What follows belongs to an exercise in optimizing a design on an open flow for small area and a short achievable clock period; a production flow would make more cautious choices. At most, simulation tests tie the RTL to the original design; equivalence was not proved. Power and IR drop assume default switching activity.

Design lc3b_decode_exec, start of the top module:
module lc3b_decode_exec
(
    input  logic                   clk,
    input  logic                   rst_n,
    input  logic                   instr_valid,
    input  lc3b_types::lc3b_word   instr,
    input  lc3b_types::lc3b_word   pc,
    output logic                   retire_valid,
    output logic                   retire_reg_we,
    output logic [2:0]             retire_dest,
    output logic [15:0]            retire_value,
    output logic [2:0]             retire_cc,
    output logic                   retire_mem_rd,
    output logic                   retire_mem_wr,
    output logic                   retire_mem_byte,
    output logic [15:0]            retire_mem_addr,
    output logic [15:0]            retire_mem_wdata,
    output logic                   retire_redirect,
    output logic [15:0]            retire_target
);
For scale: about 1300 cells after synthesis, roughly 110 I/O pins, roughly 13000 sq um of cells after synthesis.
==> flow/config.mk <==
export PLATFORM = sky130hd
export DESIGN_NAME = lc3b_decode_exec
export DESIGN_NICKNAME = lc3b_decode_exec
export VERILOG_FILES = /design/flow/design.v
export SDC_FILE = /design/flow/constraint.sdc
export NUM_CORES = 4
export LEC_CHECK = 0
export CAP_MARGIN = 20
export CORE_MARGIN = 2
export CORE_UTILIZATION = 55
export CTS_BUF_LIST = sky130_fd_sc_hd__clkbuf_16
export CTS_CLUSTER_DIAMETER = 100
export CTS_CLUSTER_SIZE = 24
export SETUP_SLACK_MARGIN = 2.2
export SLEW_MARGIN = 20
==> flow/constraint.sdc <==
create_clock -name core_clock -period 5.0 [get_ports {clk}]
set_input_delay 1.0000 -clock core_clock [delete_from_list [all_inputs] [get_ports {clk}]]
set_output_delay 1.0000 -clock core_clock [all_outputs]
set_load 0.01 [all_outputs]
standard.sh (not shown) runs the stock make flow with config.mk's settings and CLKGATE_MAP_FILE= SYNTH_SCRIPT=/design/flow/synth_recipe.tcl, a recipe that flattens the netlist after the stock synthesis.
==> flow/flow/run.sh <==
#!/bin/bash
# standard layout, with the port buffers made from the smallest buffer
cp standard.sh standard_sh.txt
export BUFFER_PORTS_ARGS="-buffer_cell sky130_fd_sc_hd__buf_1"
bash standard.sh > standard.log 2>&1
==> next run, changes <==
--- a/flow/config.mk
+++ b/flow/config.mk
@@ -14 +14 @@
-export SETUP_SLACK_MARGIN = 2.2
+export SETUP_SLACK_MARGIN = 1.8
Result:
- synthesized area does not change
- fmax decreases by 4.5%
- sequential cell count is unchanged
Function was not checked in any run of this note: the RTL went through the layout flow alone.

========
== onyx ==
Another version of the RTL of lc3b_decode_exec (not shown whole).
Size in the first run: ~1,600 cells after synthesis, about 110 I/O pins, ~13,000 sq um of cells after synthesis.
Settings: LEC_CHECK=0, ABC_AREA=1, CAP_MARGIN=20, CORE_MARGIN=2, CORE_UTILIZATION=55, CTS_BUF_LIST=sky130_fd_sc_hd__clkbuf_16, CTS_CLUSTER_DIAMETER=100, CTS_CLUSTER_SIZE=24, SETUP_SLACK_MARGIN=1.6, SLEW_MARGIN=20; clock period 5.0 ns.
Scripts as last shown in full above: flow/flow/run.sh
onyx: done, clean on timing, DRC and antenna
Here is what was changed in the inputs of tundra compared with onyx.
--- a/flow/config.mk
+++ b/flow/config.mk
@@ -7,3 +7,2 @@
 export LEC_CHECK = 0
-export ABC_AREA = 1
 export CAP_MARGIN = 20
@@ -14,3 +13,3 @@
 export CTS_CLUSTER_SIZE = 24
-export SETUP_SLACK_MARGIN = 1.6
+export SETUP_SLACK_MARGIN = 1.8
 export SLEW_MARGIN = 20
==> comparison <==
tundra finished every step from synthesis to the final layout, and the layout passed the timing, design-rule and antenna checks.
Post-CTS setup buffer count: higher on tundra
The run with more routed wire is onyx, not tundra.
Number of vias per cell of tundra exceeds that of onyx by more than 10%.
Critical path's slowest cell = sky130_fd_sc_hd__ha_1: tundra; critical path's slowest cell = sky130_fd_sc_hd__dfxtp_1: onyx
Sort tundra and onyx by cell area after synthesis, ascending, and tundra comes first.
From onyx to tundra the numbers moved as follows: share of the synthesized area in compound gates (AO/OA/AOI/OAI) +10 points; total met3 wirelength after detailed routing saw a decrease; switching fraction of total power went down 1.7 points.
The following lists how quartz was set up differently from tundra:
--- a/flow/config.mk
+++ b/flow/config.mk
@@ -7,2 +7,3 @@
 export LEC_CHECK = 0
+export ABC_AREA = 1
 export CAP_MARGIN = 20
@@ -13,3 +14,3 @@
 export CTS_CLUSTER_SIZE = 24
-export SETUP_SLACK_MARGIN = 1.8
+export SETUP_SLACK_MARGIN = 2.0
 export SLEW_MARGIN = 20
Notes after the runs:
quartz | stages: all done | timing, DRC, antenna: all pass. Re routing usage on met3: quartz and tundra aren't equal, and the higher value belongs to quartz. Per-cell via count in the routed design, quartz and tundra: larger value in tundra. Sequential power: higher on tundra. In the metrics for quartz and tundra, the one carrying the higher ratio of final minimum period to clock period is tundra.

========
lc3b_decode_exec again, from the RTL that the note above started with.
==> flow/config.mk <==
export PLATFORM = sky130hd
export DESIGN_NAME = lc3b_decode_exec
export DESIGN_NICKNAME = lc3b_decode_exec
export VERILOG_FILES = /design/flow/design.v
export SDC_FILE = /design/flow/constraint.sdc
export NUM_CORES = 4
export LEC_CHECK = 0
export CAP_MARGIN = 20
export CORE_MARGIN = 2
export CORE_UTILIZATION = 65
export CTS_BUF_LIST = sky130_fd_sc_hd__clkbuf_16
export CTS_CLUSTER_DIAMETER = 100
export CTS_CLUSTER_SIZE = 24
export PLACE_DENSITY = 0.8
export SETUP_SLACK_MARGIN = 1.8
export SLEW_MARGIN = 20
==> flow/constraint.sdc <==
create_clock -name core_clock -period 5.0 [get_ports {clk}]
set_input_delay 1.0000 -clock core_clock [delete_from_list [all_inputs] [get_ports {clk}]]
set_output_delay 1.0000 -clock core_clock [all_outputs]
set_load 0.01 [all_outputs]
Scripts as last shown in full above: flow/flow/run.sh
==> next run, changes <==
Settings changed: ABC_AREA set to 1, CORE_UTILIZATION 65 to 55, PLACE_DENSITY 0.8 to not set, SETUP_SLACK_MARGIN 1.8 to 2.2.
Result:
- The new run completed with no timing, DRC or antenna violations
- setup slack improves by 200 ps
- maximum frequency climbs by 6.7%
- wire length climbs by 15%
- final cell count climbs by 42%
- total power climbs by 2.2%
- die area climbs by 25%
==> next run, changes <==
Settings changed: ABC_AREA 1 to not set, PLACE_DENSITY set to 0.75, SETUP_SLACK_MARGIN 2.2 to 1.8.
Worst setup slack degrades by 150 ps.
Die area goes down by a few percent.
Register-to-register slack degrades by 320 ps.
Area after synthesis decreases by a few percent.
Wire length shrinks by roughly a tenth.
Power decreases slightly.
Final area came out lower by a few percent.
Clock skew hardly moves.
==> next run, changes <==
Settings changed: PLACE_DENSITY 0.75 to not set, SETUP_SLACK_MARGIN 1.8 to 2.1.
Final cell count rises by 2.1%.
Design area rises by 4.4%.
Via count rises by 0.65%.
Area after synthesis is unchanged.
Clock-buffer cell count does not change.
Power rises by 2.2%.
Maximum frequency rises by 6.4%.
Synthesized cell count stays the same.

==> port drivers added, routing unchanged <==
How much do the figures lean on ideal ports? The routed layouts below were timed once more, with nothing changed but the port constraints.
Step 1: set_driving_cell puts a clkbuf_16 on clk and a buf_2 on each other input, an assumption about the parent block.
Step 2, shift: input delay + t, output delay - t, t = (earliest + latest rising clock arrival at the registers) / 2. This alone moves slack from input paths to output paths.
a / b / c = ideal / step 1 / step 2; a / b = the first two.
| run | t, ns | setup WS [ns] | worst hold slack (ns) | latest minus earliest clock arrival (ns) |
|---|---|---|---|---|
| the first run of note 1 | 0.554 | 1.992 / 1.992 / 1.632 | 0.393 / 0.393 / 0.393 | 0.023 / 0.023 |
| the second run of note 1 | 0.538 | 1.850 / 1.851 / 1.338 | 0.392 / 0.392 / 0.392 | 0.023 / 0.023 |
| onyx | 0.550 | 1.663 / 1.613 / 1.688 | 0.410 / 0.410 / 0.410 | 0.027 / 0.027 |
| tundra | 0.530 | 1.848 / 1.823 / 1.512 | 0.434 / 0.434 / 0.434 | 0.029 / 0.028 |
| quartz | 0.552 | 1.999 / 1.950 / 2.078 | 0.409 / 0.409 / 0.409 | 0.029 / 0.029 |
| the first run of note 3 | 0.524 | 1.798 / 1.756 / 1.459 | 0.455 / 0.455 / 0.455 | 0.014 / 0.014 |
| the second run of note 3 | 0.551 | 1.999 / 1.949 / 2.151 | 0.406 / 0.406 / 0.406 | 0.024 / 0.024 |
| the third run of note 3 | 0.548 | 1.846 / 1.802 / 1.592 | 0.429 / 0.429 / 0.429 | 0.027 / 0.027 |
| the fourth run of note 3 | 0.551 | 2.035 / 2.035 / 1.757 | 0.436 / 0.436 / 0.436 | 0.028 / 0.028 |
After both steps setup and hold are still met in every run listed. The setup slack of the second run of note 1, which loses most, moves by +0.001 ns with the drivers and by -0.512 ns with both steps.
